This design comes from an exercise in tuning for small area, a short achievable clock period and few clock cycles on the open sky130 flow, not from production work.

## v6
==> flow/design.v <==
package lspd_pkg;
  localparam int MAX_SAMPLES = 40;
  localparam int CNT_W       = 7;
  localparam int SAMPLE_AW   = (MAX_SAMPLES > 1) ? $clog2(MAX_SAMPLES) : 1;
  localparam int NUM_W       = 6;
  localparam logic [7:0]       HDR0_BYTE      = 8'hAA;
  localparam logic [7:0]       HDR1_BYTE      = 8'h55;
  localparam logic [7:0]       TYPE_MAX       = 8'h01;
  localparam logic [7:0]       ZERO_PKT_COUNT = 8'h01;
  localparam logic [15:0]      XOR_SEED       = 16'h55AA;
  localparam logic [CNT_W-1:0] LIMIT_RESET    = CNT_W'(40);
  localparam logic [CNT_W-1:0] MAX_LIMIT      = CNT_W'(MAX_SAMPLES);
  localparam logic [7:0]       TALLY_SAT      = 8'd254;
  localparam logic [7:0]       TALLY_NEVER    = 8'd255;
  typedef enum logic [2:0] {
    ST_SAMPLE     = 3'd0,
    ST_BAD_HEADER = 3'd1,
    ST_BAD_TYPE   = 3'd2,
    ST_ZERO_COUNT = 3'd3,
    ST_BAD_COUNT  = 3'd4,
    ST_ANGLE_BIT  = 3'd5,
    ST_CHECKSUM   = 3'd6
  } status_t;
  typedef struct packed {
    logic    hold;
    logic    xor_word;
    logic    set_count;
    logic    set_first;
    logic    set_final;
    logic    store;
    logic    restart;
    logic    err_load;
    status_t err_code;
    logic    good;
    logic    drain_read;
    logic    drain_load;
  } ctrl_cmd_t;
  typedef struct packed {
    logic is_hdr0;
    logic is_hdr1;
    logic type_ok;
    logic angle_lsb;
    logic kind_bad;
    logic range_bad;
    logic last_sample;
    logic xor_ok;
    logic drain_last;
    logic out_busy;
  } dp_status_t;
endpackage
import lspd_pkg::*;
module lspd_regs
(
  input  logic             clk,
  input  logic             rst,
  input  logic             psel,
  input  logic             penable,
  input  logic             pwrite,
  input  logic [2:0]       paddr,
  input  logic [31:0]      pwdata,
  output logic [31:0]      prdata,
  output logic             pready,
  output logic [lspd_pkg::CNT_W-1:0] sample_limit,
  output logic [5:0]       count_max      
);
  localparam logic REG_SAMPLE_LIMIT = 1'b0;
  logic wr_en;
  assign pready = 1'b1;
  assign wr_en  = psel && penable && pwrite && pready && (paddr[2] == REG_SAMPLE_LIMIT);
  always_ff @(posedge clk) begin
    if (rst) begin
      sample_limit <= LIMIT_RESET;
      count_max    <= 6'd40;
    end else if (wr_en) begin
      sample_limit <= pwdata[CNT_W-1:0];
      count_max    <= (pwdata[CNT_W-1:0] > MAX_LIMIT) ? 6'd40 : pwdata[5:0];
    end
  end
  always_comb begin
    prdata = '0;
    if (paddr[2] == REG_SAMPLE_LIMIT) begin
      prdata = {{(32-CNT_W){1'b0}}, sample_limit};
    end
  end
endmodule
import lspd_pkg::*;
module lidar_scan_packet_deframer
(
  input  logic        clk,
  input  logic        rst,
  input  logic        s_tvalid,
  output logic        s_tready,
  input  logic [7:0]  s_tdata,
  output logic        m_tvalid,
  input  logic        m_tready,
  output logic [63:0] m_tdata,
  output logic [2:0]  m_tuser,
  output logic        m_tlast,
  input  logic        psel,
  input  logic        penable,
  input  logic        pwrite,
  input  logic [2:0]  paddr,
  input  logic [31:0] pwdata,
  output logic [31:0] prdata,
  output logic        pready
);
  localparam int DEPTH = 40;
  logic [CNT_W-1:0] sample_limit;
  lspd_regs u_regs (
    .clk          (clk),
    .rst          (rst),
    .psel         (psel),
    .penable      (penable),
    .pwrite       (pwrite),
    .paddr        (paddr),
    .pwdata       (pwdata),
    .prdata       (prdata),
    .pready       (pready),
    .sample_limit (sample_limit),
    .count_max    (cmax)
  );
  function automatic logic [5:0] inc40(input logic [5:0] p);
    inc40 = (p == 6'd39) ? 6'd0 : p + 6'd1;
  endfunction
  localparam int S_HDR0 = 0, S_HDR1 = 1, S_TYPE = 2, S_COUNT = 3, S_SA_LO = 4,
                 S_SA_HI = 5, S_EA_LO = 6, S_EA_HI = 7, S_CK_LO = 8, S_CK_HI = 9,
                 S_SMP_LO = 10, S_SMP_HI = 11, S_CKERR = 12;
  localparam logic [12:0] ST_HUNT = 13'd1;
  logic       rdy;
  logic       h_v;
  logic [7:0] h_b;
  logic       h_aa, h_55, h_le1, h_eq1, h_cok, h_hiok;
  logic       accept;
  logic       go;
  logic       stall;
  logic [5:0] cmax;
  logic [12:0] st, st_nx;
  logic [15:0] xsum;
  assign s_tready = rdy;
  assign accept   = s_tvalid && rdy;
  assign go       = h_v && !stall;
  always_ff @(posedge clk) begin
    if (rst) begin
      h_v <= 1'b0;
    end else if (!h_v || go) begin
      h_v <= accept;
    end
  end
  always_ff @(posedge clk) begin
    if (!h_v || go) begin
      h_b    <= s_tdata;
      h_aa   <= (s_tdata == 8'hAA);
      h_55   <= (s_tdata == 8'h55);
      h_le1  <= (s_tdata[7:1] == 7'd0);
      h_eq1  <= (s_tdata == 8'h01);
      h_cok  <= (s_tdata != 8'd0) && (s_tdata[7:6] == 2'b00) && (s_tdata[5:0] <= cmax);
      h_hiok <= (s_tdata == xsum[15:8]);
    end
  end
  logic [7:0]  held;
  logic [5:0]  p_c;        
  logic        p_t;
  logic [14:0] p_sa, p_ea;
  logic [5:0]  rem;        
  logic        lo_ok;      
  logic [15:0] word;
  logic        err;
  logic [2:0]  code;
  logic        last;
  logic        good;
  logic        ckerr;
  logic [15:0] mem [0:DEPTH-1];
  logic [5:0]  wp, cp, rd;
  logic [5:0]  used;       
  logic        nz;         
  logic        cm_pend;    
  logic [5:0]  pp_start;   
  logic        ld;         
  assign word  = {h_b, held};
  assign last  = (rem == 6'd1);
  assign stall = full || (st[S_COUNT] && cm_pend) || st[S_CKERR];
  logic cnt_bad;
  assign cnt_bad = (held[0] && !h_eq1) || !h_cok;
  assign err = (st[S_HDR0] && !h_aa) || (st[S_HDR1] && !h_55) ||
               (st[S_TYPE] && !h_le1) || (st[S_COUNT] && cnt_bad) ||
               ((st[S_SA_LO] || st[S_EA_LO]) && !h_b[0]);
  assign good  = st[S_SMP_HI] && last && lo_ok && h_hiok;
  assign ckerr = st[S_SMP_HI] && last && !(lo_ok && h_hiok);
  always_comb begin
    code = 3'd5;
    if (st[S_HDR0] || st[S_HDR1]) code = 3'd1;
    if (st[S_TYPE]) code = 3'd2;
    if (st[S_COUNT]) code = (held[0] && !h_eq1) ? 3'd3 : 3'd4;
    if (st[S_CKERR]) code = 3'd6;
  end
  always_comb begin
    st_nx = '0;
    st_nx[S_HDR0]   = err || good;
    st_nx[S_HDR1]   = st[S_HDR0] && h_aa;
    st_nx[S_TYPE]   = st[S_HDR1] && h_55;
    st_nx[S_COUNT]  = st[S_TYPE] && h_le1;
    st_nx[S_SA_LO]  = st[S_COUNT] && !cnt_bad;
    st_nx[S_SA_HI]  = st[S_SA_LO] && h_b[0];
    st_nx[S_EA_LO]  = st[S_SA_HI];
    st_nx[S_EA_HI]  = st[S_EA_LO] && h_b[0];
    st_nx[S_CK_LO]  = st[S_EA_HI];
    st_nx[S_CK_HI]  = st[S_CK_LO];
    st_nx[S_SMP_LO] = st[S_CK_HI] || (st[S_SMP_HI] && !last);
    st_nx[S_SMP_HI] = st[S_SMP_LO];
    st_nx[S_CKERR]  = ckerr;
  end
  logic        cm1;        
  logic        full;
  logic [15:0] wdata;
  assign full  = (used == 6'd40);
  assign cm1   = (go && err) || st[S_CKERR];
  assign wdata = st[S_SMP_HI] ? word : {13'd0, code};
  always_ff @(posedge clk) begin
    if (rst) begin
      st  <= ST_HUNT;
      rdy <= 1'b1;
    end else begin
      if (st[S_CKERR]) st <= ST_HUNT;
      else if (go) st <= st_nx;
      rdy <= !(((h_v && !go) || accept) &&
               ((go ? st_nx[S_COUNT] : st[S_COUNT]) && (cm_pend || (go && good)) ||
                (go && ckerr) || (used >= 6'd38)));
    end
  end
  always_ff @(posedge clk) begin
    if (go) begin
      held <= h_b;
      if (st[S_HDR0]) xsum <= XOR_SEED;
      if (st[S_COUNT] || st[S_SA_HI] || st[S_EA_HI] || st[S_CK_HI] || st[S_SMP_HI])
        xsum <= xsum ^ word;
      if (st[S_COUNT]) begin
        p_c <= h_b[5:0];
        p_t <= held[0];
        rem <= h_b[5:0];
      end
      if (st[S_SMP_HI]) rem <= rem - 6'd1;
      if (st[S_SA_HI]) p_sa <= word[15:1];
      if (st[S_EA_HI]) p_ea <= word[15:1];
      if (st[S_SMP_LO]) lo_ok <= (h_b == xsum[7:0]);
    end
  end
  logic       smp_go, cm_any, cfull;
  logic [5:0] uc0, uc1, ub, rd_nx, cp_nx;
  assign smp_go = go && st[S_SMP_HI];
  assign cm_any = cm1 || (smp_go && good);
  assign rd_nx  = ld ? inc40(rd) : rd;
  assign cp_nx  = cm_any ? inc40(wp) : cp;
  always_comb begin
    if (st[S_CKERR]) begin
      uc0 = ub + 6'd1;     uc1 = ub;
    end else if ((go && err) || (smp_go && !ckerr)) begin
      uc0 = used + 6'd1;   uc1 = used;
    end else begin
      uc0 = used;          uc1 = used - 6'd1;
    end
  end
  always_ff @(posedge clk) begin
    if (rst) begin
      wp    <= '0;
      cp    <= '0;
      used  <= '0;
      nz    <= 1'b0;
      cfull <= 1'b0;
    end else begin
      used  <= ld ? uc1 : uc0;
      cp    <= cp_nx;
      nz    <= cm_any || (cfull && !ld) || (rd_nx != cp);
      cfull <= cm_any ? (cp_nx == rd_nx) : (cfull && !ld);
      if (cm1) begin
        wp <= inc40(wp);
      end else if (smp_go && ckerr) begin
        wp <= cp;
      end else if (smp_go) begin
        wp <= inc40(wp);
      end
    end
  end
  always_ff @(posedge clk) begin
    if (smp_go && ckerr) ub <= (ld ? used - 6'd1 : used) - p_c + 6'd1;
  end
  always_ff @(posedge clk) begin
    if (!full) mem[wp] <= wdata;
    if (go && good) pp_start <= cp;
  end
  logic        pkt_act;    
  logic [5:0]  r_left;     
  logic [14:0] d_sa, d_ea;
  logic        d_t;
  logic [2:0]  out_code;
  logic [15:0] out_dist;
  logic [5:0]  out_i;
  logic        out_last;
  logic [7:0]  ftally;
  logic        rd_first, rd_smp, rd_last;
  logic [15:0] rd_word;
  assign ld       = nz && (!m_tvalid || m_tready);
  assign rd_first = !pkt_act && cm_pend && (rd == pp_start);
  assign rd_smp   = pkt_act || rd_first;
  assign rd_last  = pkt_act ? (r_left == 6'd1) : (p_c == 6'd1);
  logic [DEPTH-1:0] rd_oh;
  always_comb begin
    rd_word = '0;
    for (int k = 0; k < DEPTH; k++) rd_word = rd_word | (mem[k] & {16{rd_oh[k]}});
  end
  always_ff @(posedge clk) begin
    if (rst) begin
      rd       <= '0;
      rd_oh    <= DEPTH'(1);
      cm_pend  <= 1'b0;
      pkt_act  <= 1'b0;
      m_tvalid <= 1'b0;
      ftally   <= 8'd255;
    end else begin
      if (ld) begin
        rd       <= inc40(rd);
        rd_oh    <= {rd_oh[DEPTH-2:0], rd_oh[DEPTH-1]};
        m_tvalid <= 1'b1;
        if (rd_smp) begin
          pkt_act <= !rd_last;
          ftally  <= 8'd0;
        end else if (ftally < 8'd254) begin
          ftally  <= ftally + 8'd1;
        end
      end else if (m_tready) begin
        m_tvalid <= 1'b0;
      end
      if (go && good) cm_pend <= 1'b1;
      else if (ld && rd_first) cm_pend <= 1'b0;
    end
  end
  always_ff @(posedge clk) begin
    if (ld) begin
      if (rd_smp) r_left <= (pkt_act ? r_left : p_c) - 6'd1;
      if (rd_first) begin
        d_sa <= p_sa;
        d_ea <= p_ea;
        d_t  <= p_t;
      end else if (!rd_smp) begin
        d_sa <= '0;
        d_ea <= '0;
        d_t  <= 1'b0;
      end
      out_code <= rd_smp ? 3'd0 : rd_word[2:0];
      out_dist <= rd_smp ? rd_word : 16'd0;
      out_i    <= pkt_act ? out_i + 6'd1 : 6'd0;
      out_last <= !rd_smp || rd_last;
    end
  end
  assign m_tdata = {3'b000, ftally, d_t, d_ea, d_sa, out_i, out_dist};
  assign m_tuser = out_code;
  assign m_tlast = out_last;
endmodule
Settings: LEC_CHECK=0, ABC_CLOCK_PERIOD_IN_PS=2000, CAP_MARGIN=20, CORE_MARGIN=2, CORE_UTILIZATION=40, SETUP_SLACK_MARGIN=2.3, SLEW_MARGIN=20; clock period 4.5 ns.
run.sh (not shown) runs the stock make flow with config.mk's settings and CLKGATE_MAP_FILE= SYNTH_SCRIPT=/design/flow/synth_recipe.tcl, a recipe that flattens the netlist after the stock synthesis.
v6 finished every step from synthesis to the final layout, and the layout passed the timing, design-rule and antenna checks.
## Diff of input files: v7 against v6
--- a/flow/design.v
+++ b/flow/design.v
@@ -210,9 +210,8 @@
     st_nx[S_CKERR]  = ckerr;
   end
   logic        cm1;        
-  logic        full;
+  logic        full;       
   logic [15:0] wdata;
-  assign full  = (used == 6'd40);
   assign cm1   = (go && err) || st[S_CKERR];
   assign wdata = st[S_SMP_HI] ? word : {13'd0, code};
   always_ff @(posedge clk) begin
@@ -264,10 +263,12 @@
       wp    <= '0;
       cp    <= '0;
       used  <= '0;
+      full  <= 1'b0;
       nz    <= 1'b0;
       cfull <= 1'b0;
     end else begin
       used  <= ld ? uc1 : uc0;
+      full  <= ld ? (uc1 == 6'd40) : (uc0 == 6'd40);
       cp    <= cp_nx;
       nz    <= cm_any || (cfull && !ld) || (rd_nx != cp);
       cfull <= cm_any ? (cp_nx == rd_nx) : (cfull && !ld);
==> comparison <==
Diff v6..v7 | core footprint | unchanged. Worst setup path startpoint = rem[3]$_DFFE_PP_: v7; worst setup path startpoint = m_tready: v6. Per the comparison of v7 with v6, worst-case register-to-register setup slack up 20 ps; number of buffers added by the clock tree synthesis step up 1. Between v6 and v7, the difference in final sequential cell count is negligible. v7 and v6 ended up with roughly the same clock network latency to the later pin of the worst-skew pair. Diff v6 -> v7: met3 capacity usage during global routing now larger, clock transition at the registers of the reported paths shows no meaningful change, x dimension of the die flat.
Function was not checked in any run of this note: the RTL went through the layout flow alone.

-- what the ideal ports hide --
In the flow no input, the clock included, has a driving cell. The finished layouts below were timed again as built, in two steps.
Step 1, drivers: a clkbuf_16 drives clk and a buf_2 each remaining input, both assumed.
Step 2 times the ports against the registers' clock, not the clock port: input delays grow and output delays shrink by t, the midpoint of the rising clock arrivals with the driver on.
a / b / c = ideal / step 1 / step 2; a / b = the first two.
run | t, ns | slack for setup (ns) | cell pins on the clock port's net
v6 | 0.710 | 1.990 / 1.998 / 1.308 | 1
v7 | 0.708 | 2.023 / 2.023 / 1.442 | 1
After both steps every run listed still meets setup and hold. The setup slack of v6, which loses most, moves by +0.008 ns with the drivers and by -0.682 ns with both steps.
